This is an optimization exercise on Yosys and OpenROAD, whose aim is small area, a short achievable clock period and few clock cycles, not a production implementation.
At most, simulation tests tie the RTL to the original design; equivalence was not proved.

== the reference run ==
// alu_md
module alu_md #(
  parameter int unsigned WIDTH = 32,
  parameter int unsigned SAW   = 5,
  parameter int unsigned CW    = 6
) (
  input  logic             clk,
  input  logic             reset,
  input  logic [WIDTH-1:0] RSbus,
  input  logic [WIDTH-1:0] RTbus,
  input  logic [WIDTH-1:0] Imm,
  input  logic             UseImm,
  input  logic [7:0]       SEL,
  input  logic             Start,
  input  logic             ReadLabel,
  input  logic             WriteLabel,
  output logic [WIDTH-1:0] ALUout,
  output logic [WIDTH-1:0] HI,
  output logic [WIDTH-1:0] LO,
  output logic             Busy,
  output logic             Done
);
  logic        s_mul, s_mulx, s_daln, s_div, s_fixq, s_fixr;
  logic [33:0] opa;       
  logic [4:0]  cnt;
  logic        last;      
  logic        hx;        
  logic        ext;       
  logic [1:0]  mcls;      
  logic        negq, negr;
  logic [4:0]  dsh;       
  logic        zq;        
  logic        dvneg;     
  logic        one0, two0, neg0, one1, two1, neg1;    
  logic        unused_labels;
  assign unused_labels = ReadLabel ^ WriteLabel;
  logic [31:0] y;
  logic [4:0]  sa;
  logic        accept;
  logic        op_mul, op_div, op_sgn;
  assign y      = UseImm ? Imm : RTbus;    
  assign sa     = UseImm ? Imm[10:6] : RSbus[4:0];
  assign accept = Start & ~Busy;
  assign op_mul = (SEL == 8'h10) || (SEL == 8'h11);
  assign op_div = (SEL == 8'h12) || (SEL == 8'h13);
  assign op_sgn = ~SEL[0];
  logic        sub;
  logic [33:0] sumc;
  logic [32:0] sum;
  logic        slt, sltu;
  assign sub  = SEL[2];    
  assign sumc = {1'b0, RSbus, 1'b1} + {1'b0, y ^ {32{sub}}, sub};
  assign sum  = sumc[33:1];
  assign sltu = ~sum[32];
  assign slt  = (RSbus[31] ^ y[31]) ? RSbus[31] : sum[31];
  function automatic logic [32:0] rev33(input logic [32:0] v);
  ...
For scale: ~4500 cells after synthesis, about 160 flip-flops, about 210 I/O pins, about 26000 sq um of cells after synthesis.
clock: 6.0 ns
lec_check: 0
abc_area: 1
cap_margin: 20
core_margin: 2
core_utilization: 40
setup_slack_margin: 1.6
slew_margin: 20
standard.sh (not shown) runs the stock make flow with config.mk's settings and CLKGATE_MAP_FILE= SYNTH_SCRIPT=/design/flow/synth_recipe.tcl, a recipe that flattens the netlist after the stock synthesis.
==> flow/flow/run.sh <==
#!/bin/bash
# The standard layout (standard.sh), with two ORFS settings changed: the port buffers use
# buf_1 instead of the default delay-buffer cell, and timing repair may resize a cell to any
# footprint. Each tool's output goes to the ORFS logs under orfs/logs; make's output to
# standard.log.
export BUFFER_PORTS_ARGS="-buffer_cell sky130_fd_sc_hd__buf_1"
bash standard.sh MATCH_CELL_FOOTPRINT=0 finish > standard.log 2>&1
Testbench counts of the reference run, summed over its fixed seeds: cycles 19,622.
Edits applied to the flow inputs when going from the reference run to the trial run:
--- a/flow/design.v
+++ b/flow/design.v
@@ -27,14 +27,15 @@
   logic        ext;       
   logic [1:0]  mcls;      
   logic        negq, negr;
   logic [4:0]  dsh;       
   logic        zq;        
   logic        dvneg;     
   logic        one0, two0, neg0, one1, two1, neg1;    
+  logic        av_nhi, av_nlo, fixc;    
   logic        unused_labels;
   assign unused_labels = ReadLabel ^ WriteLabel;
   logic [31:0] y;
   logic [4:0]  sa;
   logic        accept;
   logic        op_mul, op_div, op_sgn;
   assign y      = UseImm ? Imm : RTbus;    
@@ -146,22 +147,22 @@
   assign clzd   = clz32(y ^ {32{negd}});
   logic [6:0] sdiff;
   assign sdiff = {2'b0, (clzd[5] ? 5'd31 : clzd[4:0])} - {1'b0, clzn} + {6'b0, negn};
   logic [36:0] av, x37, pp0, pp1, cv, sv, cc;
   logic [37:0] s38;
   logic [36:0] s37;
   logic        fix, dborrow;
-  assign fix = s_fixq | s_fixr | (s_daln & negr);
+  assign fix = fixc;
   assign x37 = {{3{opa[33]}}, opa};
   assign pp0 = (({37{one0}} & x37) | ({37{two0}} & {x37[35:0], 1'b0})) ^ {37{neg0}};
   assign pp1 = (({37{one1}} & {x37[34:0], 2'b0}) | ({37{two1}} & {x37[33:0], 3'b0}))
                ^ {37{neg1}};
   always_comb begin
-    if (s_fixq)      av = ~{5'b0, LO};
-    else if (s_fixr | s_daln) av = ~{5'b0, HI};
+    if (av_nlo)      av = ~{5'b0, LO};
+    else if (av_nhi) av = ~{5'b0, HI};
     else             av = {{4{hx}}, hx, HI};
   end
   assign sv      = av ^ pp0 ^ pp1;
   assign cv      = (av & pp0) | (av & pp1) | (pp0 & pp1);
   assign cc      = {cv[35:0], neg1};
   assign s38     = {sv, 1'b1} + {cc, (neg0 | fix)};
   assign s37     = s38[37:1];
@@ -336,9 +337,12 @@
     mcls <= mcls_nxt;
     negq <= negq_nxt;
     negr <= negr_nxt;
     dsh  <= dsh_nxt;
     zq   <= zq_nxt;
     dvneg <= dvneg_nxt;
     {one0, two0, neg0, one1, two1, neg1} <= bctl_nxt;
+    av_nlo <= n_fixq;
+    av_nhi <= n_fixr | n_daln;
+    fixc   <= n_fixq | n_fixr | (n_daln & negr_nxt);
   end
 endmodule
## What came out
The trial run reached the end of the flow, and the finished layout is clean on the timing, design-rule and antenna checks. Diff the reference run -> the trial run | area overhead of the layout relative to synthesis | decrease of 2.3 points. Between the reference run and the trial run, the worst slack on hold paths does not differ in any meaningful way. In the tables for the trial run and the reference run, final worst setup slack reads higher with the reference run. Relative to the reference run, the clock net sink count of the trial run is higher by 1.8%. The reference run vs the trial run, highest-delay cell along the critical path: sky130_fd_sc_hd__fa_1 vs sky130_fd_sc_hd__xor2_1. The switching part of the total in the trial run was lower than what the reference run gave.
No functional check of the RTL was part of the trial run.

separate check: timing with driven ports:
No port has a modelled driver above. Below, the same layouts with a new extraction and two added sets of constraints.
Step 1: set_driving_cell puts a clkbuf_16 on clk and a buf_2 on each other input, an assumption about the parent block.
Step 2 times the ports against the registers' clock, not the clock port: input delays grow and output delays shrink by t, the midpoint of the rising clock arrivals with the driver on.
Slacks: ideal ports / drivers / drivers and shift; pairs: ideal ports / drivers.
| run | shift t [ns] | setup WS [ns] | latest minus earliest clock arrival (ns) | worst data-port slew with drivers (ns) |
|---|---|---|---|---|
| the reference run | 0.565 | 1.650 / 1.650 / 1.134 | 0.035 / 0.035 | 0.05 |
| the trial run | 0.577 | 1.602 / 1.602 / 1.083 | 0.032 / 0.032 | 0.05 |
After both steps setup and hold are still met in every run listed. The setup slack of the trial run, which loses most, moves by 0.000 ns with the drivers and by -0.519 ns with both steps.
